This design comes from an exercise in tuning for small area on the open sky130 flow, not from production work.
Function was checked by simulation only, so behaviour that the tests miss may differ from the original.
No activity file was given, so power comes from the tool's default toggle rates.

==> trial 25 <==
==> flow/design.v <==
`timescale 1ns/10ps
`default_nettype none
module crc32_d4
(
    input  wire         clk,
    input  wire         force_en,
    input  wire  [3:0]  force_x,
    input  wire  [3:0]  din,
    output reg   [31:0] crc
);
    localparam [31:0] CRC_POLY = 32'hEDB8_8320;
    wire [3:0] x = force_en ? force_x : (crc[3:0] ^ din);
    reg  [31:0] fb;
    integer     i;
    always @(*)
    begin
        fb = 32'd0;
        for (i = 0; i < 4; i = i + 1)
            if (x[i])
                fb = fb ^ (CRC_POLY >> (3 - i));
    end
    always @(posedge clk)
        crc <= {4'd0, crc[31:4]} ^ fb;
endmodule
`default_nettype wire
`timescale 1ns/10ps
`default_nettype none
module payload_fifo
#(
    parameter DEPTH = 32
)
(
    input  wire         clk,
    input  wire         rst_n,
    input  wire         wr_en,
    input  wire  [31:0] wr_data,
    input  wire         rd_en,
    output wire  [31:0] rd_data,
    output wire         full
);
    reg  [31:0] st [0:31];
    reg  [31:0] vld;
    reg  [31:0] free;        
    wire        do_wr;
    integer     i;
    assign do_wr   = wr_en && !full;     
    assign full    = &vld;
    assign rd_data = st[31];
    always @(*)
    begin
        free[31] = !vld[31] || rd_en;
        for (i = 30; i >= 0; i = i - 1)
            free[i] = !vld[i] || free[i + 1];
    end
    always @(posedge clk)
    begin
        if (free[0])
            st[0] <= wr_data;
        for (i = 1; i < 32; i = i + 1)
            if (free[i])
                st[i] <= st[i - 1];
    end
    always @(posedge clk or negedge rst_n)
    begin
        if (!rst_n)
            vld <= 32'd0;
        else
        begin
            if (free[0])
                vld[0] <= do_wr;
            for (i = 1; i < 32; i = i + 1)
                if (free[i])
                    vld[i] <= vld[i - 1];
        end
    end
endmodule
`default_nettype wire
`timescale 1ns/10ps
`default_nettype none
module udp_header_gen
#(
    parameter [47:0] BOARD_MAC  = 48'h00_0a_35_01_fe_c0,
    parameter [31:0] BOARD_IP   = 32'hc0_a8_00_0a,
    parameter [15:0] BOARD_PORT = 16'd1234,
    parameter [47:0] PC_MAC     = 48'hff_ff_ff_ff_ff_ff,
    parameter [31:0] PC_IP      = 32'hc0_a8_00_64,
    parameter [15:0] PC_PORT    = 16'd1234
)
(
    input  wire        clk,
    input  wire        clear,        
    input  wire [7:0]  send_data_num,
    input  wire        len_dec,      
    input  wire [6:0]  idx,
    input  wire [15:0] ip_id,
    output wire [3:0]  nib,
    output wire        len_left,     
    output wire        len_one,      
    output wire        len_le1       
);
    localparam [335:0] HDR_CONST = {PC_MAC, BOARD_MAC, 16'h0800, 8'h45, 8'h00,
                                    16'h0000, 16'h0000, 16'h4000, 8'h40, 8'd17,
                                    16'h0000, BOARD_IP, PC_IP, BOARD_PORT, PC_PORT,
                                    16'h0000, 16'h0000};
    localparam [31:0] CSUM_RAW  = 32'h4500 + 32'h4000 + 32'h4011
                                + BOARD_IP[31:16] + BOARD_IP[15:0]
                                + PC_IP[31:16] + PC_IP[15:0] + 32'd28;
    localparam [31:0] CSUM_F1   = CSUM_RAW[15:0] + CSUM_RAW[31:16];
    localparam [15:0] CSUM_K    = CSUM_F1[15:0] + CSUM_F1[31:16];
    localparam [7:0]  MOFF      = CSUM_K[7:0];
    localparam [7:0]  IPL_C     = 8'd28 - MOFF;      
    localparam [7:0]  UDPL_C    = 8'd8 - MOFF;       
    function [2047:0] build_tab(input integer dummy);
        integer i;
        integer h;
        reg [7:0]  by;
        reg [11:0] e;
        reg [3:0]  q;
        begin
            build_tab = 2048'd0;
            for (i = 0; i < 128; i = i + 1)
            begin
                e = 12'd0;
                q = (i % 4 == 0) ? CSUM_K[11:8] : CSUM_K[15:12];
                if ((i >= 12 && i < 32) || (i >= 80 && i < 84))
                begin
                    if (i % 4 < 2)
                        e = {(i % 4 == 0) ? 1'b1 : 1'b0, 3'b001, 4'b0101, q};
                    else
                        e = 12'b0001_0011_0000;
                    if (i >= 80)
                        e[7] = 1'b1;
                end
                else if (i >= 32 && i < 116)
                begin
                    h  = i - 32;
                    by = HDR_CONST[(41 - h / 2) * 8 +: 8];
                    e[3:0] = (h % 2) ? by[7:4] : by[3:0];
                    case (i)
                        66:  e = {8'b0000_0010, IPL_C[3:0]};
                        67:  e = {8'b0010_0010, IPL_C[7:4]};
                        68, 69, 70, 71:
                             e = 12'b0000_0001_0000;
                        110: e = {8'b0000_0010, UDPL_C[3:0]};
                        111: e = {8'b0100_0010, UDPL_C[7:4]};
                        default: ;
                    endcase
                end
                build_tab[i * 16 +: 12] = e;
            end
        end
    endfunction
    function [15:0] carry_tab(input [3:0] c);
        integer i;
        begin
            for (i = 0; i < 16; i = i + 1)
                carry_tab[i] = (i + c >= 16) ? 1'b1 : 1'b0;
        end
    endfunction
    function [255:0] extra_tab(input integer dummy);
        integer i;
        begin
            for (i = 0; i < 256; i = i + 1)
                extra_tab[i] = (i < MOFF) ? 1'b1 : 1'b0;
        end
    endfunction
    localparam [2047:0] TAB     = build_tab(0);
    localparam [15:0]   IPL_CY  = carry_tab(IPL_C[3:0]);
    localparam [15:0]   UDPL_CY = carry_tab(UDPL_C[3:0]);
    localparam [255:0]  EXTRA   = extra_tab(0);
    reg  [7:0]  m;
    reg         cc;
    reg  [3:0]  id_nib;
    wire [11:0] e     = TAB[{idx, 4'd0} +: 12];
    wire [3:0]  m_nib = idx[0] ? m[7:4] : m[3:0];
    wire [3:0]  p     = e[4] ? id_nib : e[3:0];
    wire [3:0]  q     = (e[5] ? m_nib : (e[6] ? e[3:0] : 4'd0)) | {3'd0, e[11] & EXTRA[m]};
    wire        cin   = e[8] ? cc : ((e[9] & IPL_CY[m[3:0]]) | (e[10] & UDPL_CY[m[3:0]]));
    wire [4:0]  sum   = p + q + cin;
    assign len_left = (m != MOFF);
    assign len_one  = (m == MOFF + 8'd1);
    assign len_le1  = (m == MOFF) || (m == MOFF + 8'd1);
    always @(*)
    begin
        case (idx[1:0])
            2'd0:    id_nib = ip_id[11:8];
            2'd1:    id_nib = ip_id[15:12];
            2'd2:    id_nib = ip_id[3:0];
            default: id_nib = ip_id[7:4];
        endcase
    end
    wire [7:0] m_next = (clear ? send_data_num : m) + (clear ? MOFF : 8'hFF);
    always @(posedge clk)
    begin
        if (clear || len_dec)
            m <= m_next;
    end
    always @(posedge clk)
    begin
        if (clear)
            cc <= 1'b0;
        else if (e[8])
            cc <= sum[4];
    end
    assign nib = sum[3:0] ^ {4{e[7]}};
endmodule
`default_nettype wire
`timescale 1ns/10ps
`default_nettype none
module mii_frame_tx
(
    input  wire         clk,
    input  wire         rst_n,
    input  wire         send_en,
    output wire [6:0]   hdr_idx,
    output wire         hdr_clr,
    input  wire [3:0]   hdr_nib,
    output wire         len_dec,
    input  wire         len_left,
    input  wire         len_one,
    input  wire         len_le1,
    output reg  [15:0]  ip_id,
    input  wire [31:0]  rd_data,
    output wire         rd_en,
    output reg          eth_tx_en,
    output reg  [3:0]   eth_tx_data,
    output reg          send_end
);
    localparam [1:0] PH_IDLE = 2'd0;
    localparam [1:0] PH_HEAD = 2'd1;
    localparam [1:0] PH_PAY  = 2'd2;
    localparam [1:0] PH_FCS  = 2'd3;
    reg  [1:0]  phase;
    reg  [7:0]  k;
    reg         send_en_q;
    wire        start;
    wire        idle     = (phase == PH_IDLE);
    wire        in_head  = (phase == PH_HEAD);
    wire        in_pay   = (phase == PH_PAY);
    wire        in_fcs   = (phase == PH_FCS);
    wire        pre      = !k[5] && !k[6];           
    wire        pay_data = len_left;
    wire        pay_one  = len_one;
    wire        min_done = k[7] || k[6] || (k[5] && (k[4:1] != 4'd0));   
    wire        pay_end  = k[0] && min_done && len_le1;
    wire        head_end = (k[6:0] == 7'd115);
    wire        active   = (in_head && (k[6:4] != 3'd0)) || in_pay || in_fcs;
    wire        pay_dec  = in_pay && k[0] && pay_data;
    wire [31:0] crc;
    reg  [3:0]  nib;
    reg  [3:0]  crc_x;
    assign start   = send_en && !send_en_q && idle && !eth_tx_en && !send_end;
    assign hdr_idx = k[6:0];
    assign hdr_clr = idle;
    assign len_dec = pay_dec;
    assign rd_en   = pay_dec && ((k[2:1] == 2'd3) || pay_one);
    always @(*)
    begin
        if (in_fcs)
            nib = ~crc[3:0];
        else if (in_pay)
            nib = pay_data ? rd_data[{~k[2:1], k[0]} * 4 +: 4] : 4'd0;
        else if (pre)
            nib = (k[4:0] == 5'd31) ? 4'hD : 4'h5;
        else
            nib = hdr_nib;
    end
    always @(*)
    begin
        case (k[2:0])
            3'd0:    crc_x = 4'd2;
            3'd1:    crc_x = 4'd14;
            3'd2:    crc_x = 4'd1;
            3'd3:    crc_x = 4'd12;
            3'd4:    crc_x = 4'd0;
            default: crc_x = 4'd9;
        endcase
        if (in_fcs)
            crc_x = 4'd0;
    end
    crc32_d4 u_crc
    (
        .clk      (clk),
        .force_en ((in_head && pre) || in_fcs),
        .force_x  (crc_x),
        .din      (nib),
        .crc      (crc)
    );
    always @(posedge clk)
    begin
        if (idle)
            k <= 8'd11;
        else if ((in_head && head_end) || (in_pay && pay_end))
            k <= 8'd0;
        else
            k <= k + 8'd1;
    end
    always @(posedge clk or negedge rst_n)
    begin
        if (!rst_n)
        begin
            phase       <= PH_IDLE;
            send_en_q   <= 1'b0;
            ip_id       <= 16'd0;
            eth_tx_en   <= 1'b0;
            eth_tx_data <= 4'd0;
            send_end    <= 1'b0;
        end
        else
        begin
            send_en_q   <= send_en;
            send_end    <= idle && eth_tx_en;
            eth_tx_en   <= active;
            eth_tx_data <= active ? nib : 4'd0;
            ip_id       <= ip_id + {15'd0, start};
            case (phase)
                PH_IDLE: if (start) phase <= PH_HEAD;
                PH_HEAD: if (head_end) phase <= PH_PAY;
                PH_PAY:  if (pay_end) phase <= PH_FCS;
                default: if (k[2:0] == 3'd7) phase <= PH_IDLE;
            endcase
        end
    end
endmodule
`default_nettype wire
`timescale 1ns/10ps
`default_nettype none
module udp_tx_top
#(
    parameter [47:0] BOARD_MAC  = 48'h00_0a_35_01_fe_c0,
    parameter [31:0] BOARD_IP   = 32'hc0_a8_00_0a,
    parameter [15:0] BOARD_PORT = 16'd1234,
    parameter [47:0] PC_MAC     = 48'hff_ff_ff_ff_ff_ff,
    parameter [31:0] PC_IP      = 32'hc0_a8_00_64,
    parameter [15:0] PC_PORT    = 16'd1234,
    parameter        FIFO_DEPTH = 32
)
(
    input  wire         clk,
    input  wire         rst_n,
    input  wire         send_en,
    input  wire [15:0]  send_data_num,
    input  wire         wr_en,
    input  wire [31:0]  wr_data,
    output wire         fifo_full,
    output wire         send_end,
    output wire         eth_tx_en,
    output wire [3:0]   eth_tx_data
);
    wire [6:0]  hdr_idx;
    wire        hdr_clr;
    wire        len_dec;
    wire        len_left;
    wire        len_one;
    wire        len_le1;
    wire [15:0] ip_id;
    wire [3:0]  hdr_nib;
    wire [31:0] rd_data;
    wire        rd_en;
    udp_header_gen
    #(
        .BOARD_MAC  (BOARD_MAC),
        .BOARD_IP   (BOARD_IP),
        .BOARD_PORT (BOARD_PORT),
        .PC_MAC     (PC_MAC),
        .PC_IP      (PC_IP),
        .PC_PORT    (PC_PORT)
    )
    u_hdr_gen
    (
        .clk         (clk),
        .clear       (hdr_clr),
        .send_data_num (send_data_num[7:0]),
        .len_dec     (len_dec),
        .idx         (hdr_idx),
        .ip_id       (ip_id),
        .nib         (hdr_nib),
        .len_left    (len_left),
        .len_one     (len_one),
        .len_le1     (len_le1)
    );
    payload_fifo #(.DEPTH(FIFO_DEPTH)) u_fifo
    (
        .clk     (clk),
        .rst_n   (rst_n),
        .wr_en   (wr_en),
        .wr_data (wr_data),
        .rd_en   (rd_en),
        .rd_data (rd_data),
        .full    (fifo_full)
    );
    mii_frame_tx u_mii_tx
    (
        .clk           (clk),
        .rst_n         (rst_n),
        .send_en       (send_en),
        .hdr_idx       (hdr_idx),
        .hdr_clr       (hdr_clr),
        .hdr_nib       (hdr_nib),
        .len_dec       (len_dec),
        .len_left      (len_left),
        .len_one       (len_one),
        .len_le1       (len_le1),
        .ip_id         (ip_id),
        .rd_data       (rd_data),
        .rd_en         (rd_en),
        .eth_tx_en     (eth_tx_en),
        .eth_tx_data   (eth_tx_data),
        .send_end      (send_end)
    );
endmodule
`default_nettype wire
==> flow/run.sh <==
#!/bin/bash
# synth_recipe.tcl (not shown) runs the flow's synth.tcl, then flattens the netlist and writes it again
# the make line also repeats each setting of config.mk as NAME=value (left out here)
make -C /OpenROAD-flow-scripts/flow DESIGN_CONFIG=/design/flow/config.mk WORK_HOME=/design/flow/orfs CLKGATE_MAP_FILE= SYNTH_SCRIPT=/design/flow/synth_recipe.tcl finish
==> flow/config.mk <==
export PLATFORM = sky130hd
export DESIGN_NAME = udp_tx_top
export DESIGN_NICKNAME = udp_tx_top
export VERILOG_FILES = /design/flow/design.v
export SDC_FILE = /design/flow/constraint.sdc
export NUM_CORES = 4
export LEC_CHECK = 0
export CAP_MARGIN = 20
export CORE_MARGIN = 2
export CORE_UTILIZATION = 60
export CTS_CLUSTER_DIAMETER = 90
export CTS_CLUSTER_SIZE = 32
export PLACE_DENSITY = 0.7
export SLEW_MARGIN = 20
==> flow/constraint.sdc <==
create_clock -name core_clock -period 6.5 [get_ports {clk}]
set_input_delay 1.3000 -clock core_clock [delete_from_list [all_inputs] [get_ports {clk}]]
set_output_delay 1.3000 -clock core_clock [all_outputs]
set_load 0.01 [all_outputs]
==> inputs of trial 75, as changes to trial 25 <==
==> flow/flow/run.sh (new file) <==
#!/bin/bash
# Layout: the standard flow (standard.sh), with
#  - the standard synthesis, then its combinational logic mapped again for
#    area (flow/remap.ys, flow/remap.abc); the flip-flops are untouched;
#  - port buffers of the smallest buffer cell instead of the flow's pick;
#  - clock tree synthesis with clkbuf_8 buffers, clusters of at most 20
#    sinks, and no dummy loads.
# Each tool's full output goes to a log in this folder: make_synth.log,
# remap_yosys.log, make_flow.log (ORFS also keeps each step's log under
# orfs/logs).
set -euo pipefail
cd "$(dirname "$0")/.."
WORK=$(pwd)
RES=$WORK/orfs/results/${FLOW_PLATFORM:-sky130hd}/udp_tx_top/base
export BUFFER_PORTS_ARGS="-buffer_cell sky130_fd_sc_hd__buf_1"
export CTS_ARGS="-sink_clustering_enable -repair_clock_nets -sink_clustering_size 20 -sink_clustering_max_diameter 90 -buf_list sky130_fd_sc_hd__clkbuf_8 -dont_use_dummy_load"

bash standard.sh synth > make_synth.log 2>&1

YOSYS=$(command -v yosys || true)
[[ -n "$YOSYS" ]] || YOSYS=$FLOW_HOME/../tools/install/yosys/bin/yosys
mkdir -p remap
cp "$RES/1_2_yosys.v" remap/std.v
cp flow/remap.ys flow/remap.abc remap/
ln -sf "$FLOW_HOME/platforms/sky130hd/lib/sky130_fd_sc_hd__tt_025C_1v80.lib" remap/lib.lib
(cd remap && "$YOSYS" -s remap.ys) > remap_yosys.log 2>&1
cp remap/remapped.v "$RES/1_2_yosys.v"
rm -f "$RES/1_synth.odb" "$RES/1_synth.sdc"

bash standard.sh > make_flow.log 2>&1
==> flow/flow/remap.abc (new file) <==
&get -n
&st
&syn2
&dch -f
&nf -R 1000
&st
&syn2
&dch -f
&nf -R 1000
&put
==> flow/flow/remap.ys (new file) <==
# Re-map the combinational logic of the standard synthesis for area. Every
# flip-flop instance is kept as it is (same instance names and cell types):
# the sequential cells are black boxes, the other cells are read as their
# liberty functions, flattened into plain logic and mapped again by ABC.
read_liberty -ignore_miss_func lib.lib
blackbox sky130_fd_sc_hd__df* sky130_fd_sc_hd__edf* sky130_fd_sc_hd__sdf* sky130_fd_sc_hd__sedf* sky130_fd_sc_hd__dl*
read_verilog std.v
hierarchy -top udp_tx_top
flatten
opt_clean -purge
abc -script remap.abc -liberty lib.lib -dont_use sky130_fd_sc_hd__probe_p_8 -dont_use sky130_fd_sc_hd__probec_p_8 -dont_use sky130_fd_sc_hd__lpflow_bleeder_1 -dont_use sky130_fd_sc_hd__lpflow_clkbufkapwr_1 -dont_use sky130_fd_sc_hd__lpflow_clkbufkapwr_16 -dont_use sky130_fd_sc_hd__lpflow_clkbufkapwr_2 -dont_use sky130_fd_sc_hd__lpflow_clkbufkapwr_4 -dont_use sky130_fd_sc_hd__lpflow_clkbufkapwr_8 -dont_use sky130_fd_sc_hd__lpflow_clkinvkapwr_1 -dont_use sky130_fd_sc_hd__lpflow_clkinvkapwr_16 -dont_use sky130_fd_sc_hd__lpflow_clkinvkapwr_2 -dont_use sky130_fd_sc_hd__lpflow_clkinvkapwr_4 -dont_use sky130_fd_sc_hd__lpflow_clkinvkapwr_8 -dont_use sky130_fd_sc_hd__lpflow_decapkapwr_12 -dont_use sky130_fd_sc_hd__lpflow_decapkapwr_3 -dont_use sky130_fd_sc_hd__lpflow_decapkapwr_4 -dont_use sky130_fd_sc_hd__lpflow_decapkapwr_6 -dont_use sky130_fd_sc_hd__lpflow_decapkapwr_8 -dont_use sky130_fd_sc_hd__lpflow_inputiso0n_1 -dont_use sky130_fd_sc_hd__lpflow_inputiso0p_1 -dont_use sky130_fd_sc_hd__lpflow_inputiso1n_1 -dont_use sky130_fd_sc_hd__lpflow_inputiso1p_1 -dont_use sky130_fd_sc_hd__lpflow_inputisolatch_1 -dont_use sky130_fd_sc_hd__lpflow_isobufsrc_1 -dont_use sky130_fd_sc_hd__lpflow_isobufsrc_16 -dont_use sky130_fd_sc_hd__lpflow_isobufsrc_2 -dont_use sky130_fd_sc_hd__lpflow_isobufsrc_4 -dont_use sky130_fd_sc_hd__lpflow_isobufsrc_8 -dont_use sky130_fd_sc_hd__lpflow_isobufsrckapwr_16 -dont_use sky130_fd_sc_hd__lpflow_lsbuf_lh_hl_isowell_tap_1 -dont_use sky130_fd_sc_hd__lpflow_lsbuf_lh_hl_isowell_tap_2 -dont_use sky130_fd_sc_hd__lpflow_lsbuf_lh_hl_isowell_tap_4 -dont_use sky130_fd_sc_hd__lpflow_lsbuf_lh_isowell_4 -dont_use sky130_fd_sc_hd__lpflow_lsbuf_lh_isowell_tap_1 -dont_use sky130_fd_sc_hd__lpflow_lsbuf_lh_isowell_tap_2 -dont_use sky130_fd_sc_hd__lpflow_lsbuf_lh_isowell_tap_4  -D 6500
splitnets
opt_clean -purge
hilomap -singleton -hicell sky130_fd_sc_hd__conb_1 HI -locell sky130_fd_sc_hd__conb_1 LO
insbuf -buf sky130_fd_sc_hd__buf_4 A X
check
stat -liberty lib.lib
write_verilog -noattr -noexpr -nohex -nodec remapped.v
==> flow/standard.sh (new file) <==
#!/bin/bash
# synth_recipe.tcl (not shown) runs the flow's synth.tcl, then flattens the netlist and writes it again
# the make line also repeats each setting of config.mk as NAME=value (left out here)
make -C /OpenROAD-flow-scripts/flow DESIGN_CONFIG=/design/flow/config.mk WORK_HOME=/design/flow/orfs CLKGATE_MAP_FILE= SYNTH_SCRIPT=/design/flow/synth_recipe.tcl "${@:-finish}"
--- a/flow/config.mk
+++ b/flow/config.mk
@@ -9,6 +9,4 @@
 export CORE_MARGIN = 2
 export CORE_UTILIZATION = 60
-export CTS_CLUSTER_DIAMETER = 90
-export CTS_CLUSTER_SIZE = 32
 export PLACE_DENSITY = 0.7
 export SLEW_MARGIN = 20
removed: flow/run.sh
==> inputs of build 81, as changes to trial 25 <==
==> flow/flow/run.sh (new file) <==
#!/bin/bash
# Layout: the standard flow (standard.sh), with
#  - the standard synthesis, then its combinational logic mapped again for
#    area (flow/remap.ys, flow/remap.abc); the flip-flops are untouched;
#  - port buffers of the smallest buffer cell instead of the flow's pick;
#  - clock tree synthesis with clkbuf_8 buffers, clusters of at most 20
#    sinks, and no dummy loads.
# Each tool's full output goes to a log in this folder: make_synth.log,
# remap_yosys.log, make_flow.log (ORFS also keeps each step's log under
# orfs/logs).
set -euo pipefail
cd "$(dirname "$0")/.."
WORK=$(pwd)
RES=$WORK/orfs/results/${FLOW_PLATFORM:-sky130hd}/udp_tx_top/base
export BUFFER_PORTS_ARGS="-buffer_cell sky130_fd_sc_hd__buf_1"
export CTS_ARGS="-sink_clustering_enable -repair_clock_nets -sink_clustering_size 20 -sink_clustering_max_diameter 90 -buf_list sky130_fd_sc_hd__clkbuf_8 -dont_use_dummy_load"

bash standard.sh synth > make_synth.log 2>&1

YOSYS=$(command -v yosys || true)
[[ -n "$YOSYS" ]] || YOSYS=$FLOW_HOME/../tools/install/yosys/bin/yosys
mkdir -p remap
cp "$RES/1_2_yosys.v" remap/std.v
cp flow/remap.ys flow/remap.abc remap/
ln -sf "$FLOW_HOME/platforms/sky130hd/lib/sky130_fd_sc_hd__tt_025C_1v80.lib" remap/lib.lib
(cd remap && "$YOSYS" -s remap.ys) > remap_yosys.log 2>&1
cp remap/remapped.v "$RES/1_2_yosys.v"
rm -f "$RES/1_synth.odb" "$RES/1_synth.sdc"

bash standard.sh > make_flow.log 2>&1
==> flow/flow/remap.abc (new file) <==
&get -n
&st
&syn2
&dch -f
&nf -R 1000
&put
==> flow/flow/remap.ys (new file) <==
# Re-map the combinational logic of the standard synthesis for area. Every
# flip-flop instance is kept as it is (same instance names and cell types):
# the sequential cells are black boxes, the other cells are read as their
# liberty functions, flattened into plain logic and mapped again by ABC.
read_liberty -ignore_miss_func lib.lib
blackbox sky130_fd_sc_hd__df* sky130_fd_sc_hd__edf* sky130_fd_sc_hd__sdf* sky130_fd_sc_hd__sedf* sky130_fd_sc_hd__dl*
read_verilog std.v
hierarchy -top udp_tx_top
flatten
opt_clean -purge
abc -script remap.abc -liberty lib.lib -dont_use sky130_fd_sc_hd__probe_p_8 -dont_use sky130_fd_sc_hd__probec_p_8 -dont_use sky130_fd_sc_hd__lpflow_bleeder_1 -dont_use sky130_fd_sc_hd__lpflow_clkbufkapwr_1 -dont_use sky130_fd_sc_hd__lpflow_clkbufkapwr_16 -dont_use sky130_fd_sc_hd__lpflow_clkbufkapwr_2 -dont_use sky130_fd_sc_hd__lpflow_clkbufkapwr_4 -dont_use sky130_fd_sc_hd__lpflow_clkbufkapwr_8 -dont_use sky130_fd_sc_hd__lpflow_clkinvkapwr_1 -dont_use sky130_fd_sc_hd__lpflow_clkinvkapwr_16 -dont_use sky130_fd_sc_hd__lpflow_clkinvkapwr_2 -dont_use sky130_fd_sc_hd__lpflow_clkinvkapwr_4 -dont_use sky130_fd_sc_hd__lpflow_clkinvkapwr_8 -dont_use sky130_fd_sc_hd__lpflow_decapkapwr_12 -dont_use sky130_fd_sc_hd__lpflow_decapkapwr_3 -dont_use sky130_fd_sc_hd__lpflow_decapkapwr_4 -dont_use sky130_fd_sc_hd__lpflow_decapkapwr_6 -dont_use sky130_fd_sc_hd__lpflow_decapkapwr_8 -dont_use sky130_fd_sc_hd__lpflow_inputiso0n_1 -dont_use sky130_fd_sc_hd__lpflow_inputiso0p_1 -dont_use sky130_fd_sc_hd__lpflow_inputiso1n_1 -dont_use sky130_fd_sc_hd__lpflow_inputiso1p_1 -dont_use sky130_fd_sc_hd__lpflow_inputisolatch_1 -dont_use sky130_fd_sc_hd__lpflow_isobufsrc_1 -dont_use sky130_fd_sc_hd__lpflow_isobufsrc_16 -dont_use sky130_fd_sc_hd__lpflow_isobufsrc_2 -dont_use sky130_fd_sc_hd__lpflow_isobufsrc_4 -dont_use sky130_fd_sc_hd__lpflow_isobufsrc_8 -dont_use sky130_fd_sc_hd__lpflow_isobufsrckapwr_16 -dont_use sky130_fd_sc_hd__lpflow_lsbuf_lh_hl_isowell_tap_1 -dont_use sky130_fd_sc_hd__lpflow_lsbuf_lh_hl_isowell_tap_2 -dont_use sky130_fd_sc_hd__lpflow_lsbuf_lh_hl_isowell_tap_4 -dont_use sky130_fd_sc_hd__lpflow_lsbuf_lh_isowell_4 -dont_use sky130_fd_sc_hd__lpflow_lsbuf_lh_isowell_tap_1 -dont_use sky130_fd_sc_hd__lpflow_lsbuf_lh_isowell_tap_2 -dont_use sky130_fd_sc_hd__lpflow_lsbuf_lh_isowell_tap_4  -D 6500
splitnets
opt_clean -purge
hilomap -singleton -hicell sky130_fd_sc_hd__conb_1 HI -locell sky130_fd_sc_hd__conb_1 LO
insbuf -buf sky130_fd_sc_hd__buf_4 A X
check
stat -liberty lib.lib
write_verilog -noattr -noexpr -nohex -nodec remapped.v
==> flow/standard.sh (new file) <==
#!/bin/bash
# synth_recipe.tcl (not shown) runs the flow's synth.tcl, then flattens the netlist and writes it again
# the make line also repeats each setting of config.mk as NAME=value (left out here)
make -C /OpenROAD-flow-scripts/flow DESIGN_CONFIG=/design/flow/config.mk WORK_HOME=/design/flow/orfs CLKGATE_MAP_FILE= SYNTH_SCRIPT=/design/flow/synth_recipe.tcl "${@:-finish}"
--- a/flow/config.mk
+++ b/flow/config.mk
@@ -9,6 +9,4 @@
 export CORE_MARGIN = 2
 export CORE_UTILIZATION = 60
-export CTS_CLUSTER_DIAMETER = 90
-export CTS_CLUSTER_SIZE = 32
-export PLACE_DENSITY = 0.7
+export PLACE_DENSITY = 0.6
 export SLEW_MARGIN = 20
removed: flow/run.sh
==> impl_metrics.yaml <==
outcome:
  outcome: "timing/DRC/antenna clean"
power:
  internal_power_mw: 12.7
  p_per_area_nw_per_um2: 452
  sequentialPowerShare_pct: 64.8
  combPwrFrac_pct: 19.3
  pg_clk_mw: 2.76
synth:
  avg_cell_area_syn_um2: 22.6
  synth_area_um2: 35900
timing:
  timing.hold.ws_ns: 0.344
  timing.slew.headroom_pct: 35.9
cts:
  cts.root.buffer_cell: "sky130_fd_sc_hd__clkbuf_8"
finish:
  nMultiInputCombCells: 437
  clock_buffers: 67
hold_path:
  holdPathEnd: "u_mii_tx.u_crc.crc[1]"
worst_setup_path:
  critical_path.most_common_cell: "sky130_fd_sc_hd__nor2_1"
global_routing:
  globalRouteMet1Util_pct: 16.7
-- figures above: trial 75

==> impl_metrics.yaml <==
outcome:
  outcome: "timing/DRC/antenna clean"
power:
  p_per_area_nw_per_um2: 399
  internal_power_mw: 11.8
  pg_clk_mw: 3.14
  combPwrFrac_pct: 16.0
  sequentialPowerShare_pct: 64.1
timing:
  timing.hold.ws_ns: 0.339
finish:
  nMultiInputCombCells: 458
  clock_buffers: 55
hold_path:
  holdPathEnd: "u_mii_tx.u_crc.crc[11]"
synth:
  synth_area_um2: 36700
  avg_cell_area_syn_um2: 22.3
global_routing:
  globalRouteMet1Util_pct: 17.5
worst_setup_path:
  critical_path.most_common_cell: "sky130_fd_sc_hd__fa_1"
-- figures above: trial 25

==> impl_metrics.yaml <==
outcome:
  outcome: "timing/DRC/antenna clean"
worst_setup_path:
  critical_path.most_common_cell: "sky130_fd_sc_hd__nor2_1"
hold_path:
  holdPathEnd: "u_mii_tx.u_crc.crc[10]"
power:
  combPwrFrac_pct: 15.3
  p_per_area_nw_per_um2: 395
  sequentialPowerShare_pct: 66.4
  pg_clk_mw: 2.77
  internal_power_mw: 11.3
placement:
  routabilityCongestion: 0.835
global_routing:
  globalRouteMet1Util_pct: 17.1
timing:
  timing.slew.headroom_pct: 40.6
  timing.hold.ws_ns: 0.336
synth:
  avg_cell_area_syn_um2: 22.7
cts:
  cts.root.buffer_cell: "sky130_fd_sc_hd__clkbuf_8"
-- figures above: build 81

[what the ideal ports hide]
No port has a modelled driver above. Below, the same layouts with a new extraction and two added sets of constraints. Step 1: set_driving_cell puts a clkbuf_16 on clk and a buf_2 on each other input, an assumption about the parent block. Step 2 moves the port delays by t, midway between the first and last clock arrival at a register: inputs arrive t later, outputs are due t later. That takes back most of the time a late clock gives input paths. Slacks: ideal ports / drivers / drivers and shift; pairs: ideal ports / drivers.
run	t, ns	setup WS [ns]	worst setup path after step 2
trial 25	0.653	1.110 / 1.110 / 1.110	register to register
trial 75	0.699	1.168 / 1.168 / 1.168	register to register
build 81	0.683	1.055 / 1.055 / 1.055	register to register
After both steps every run listed still meets setup and hold.
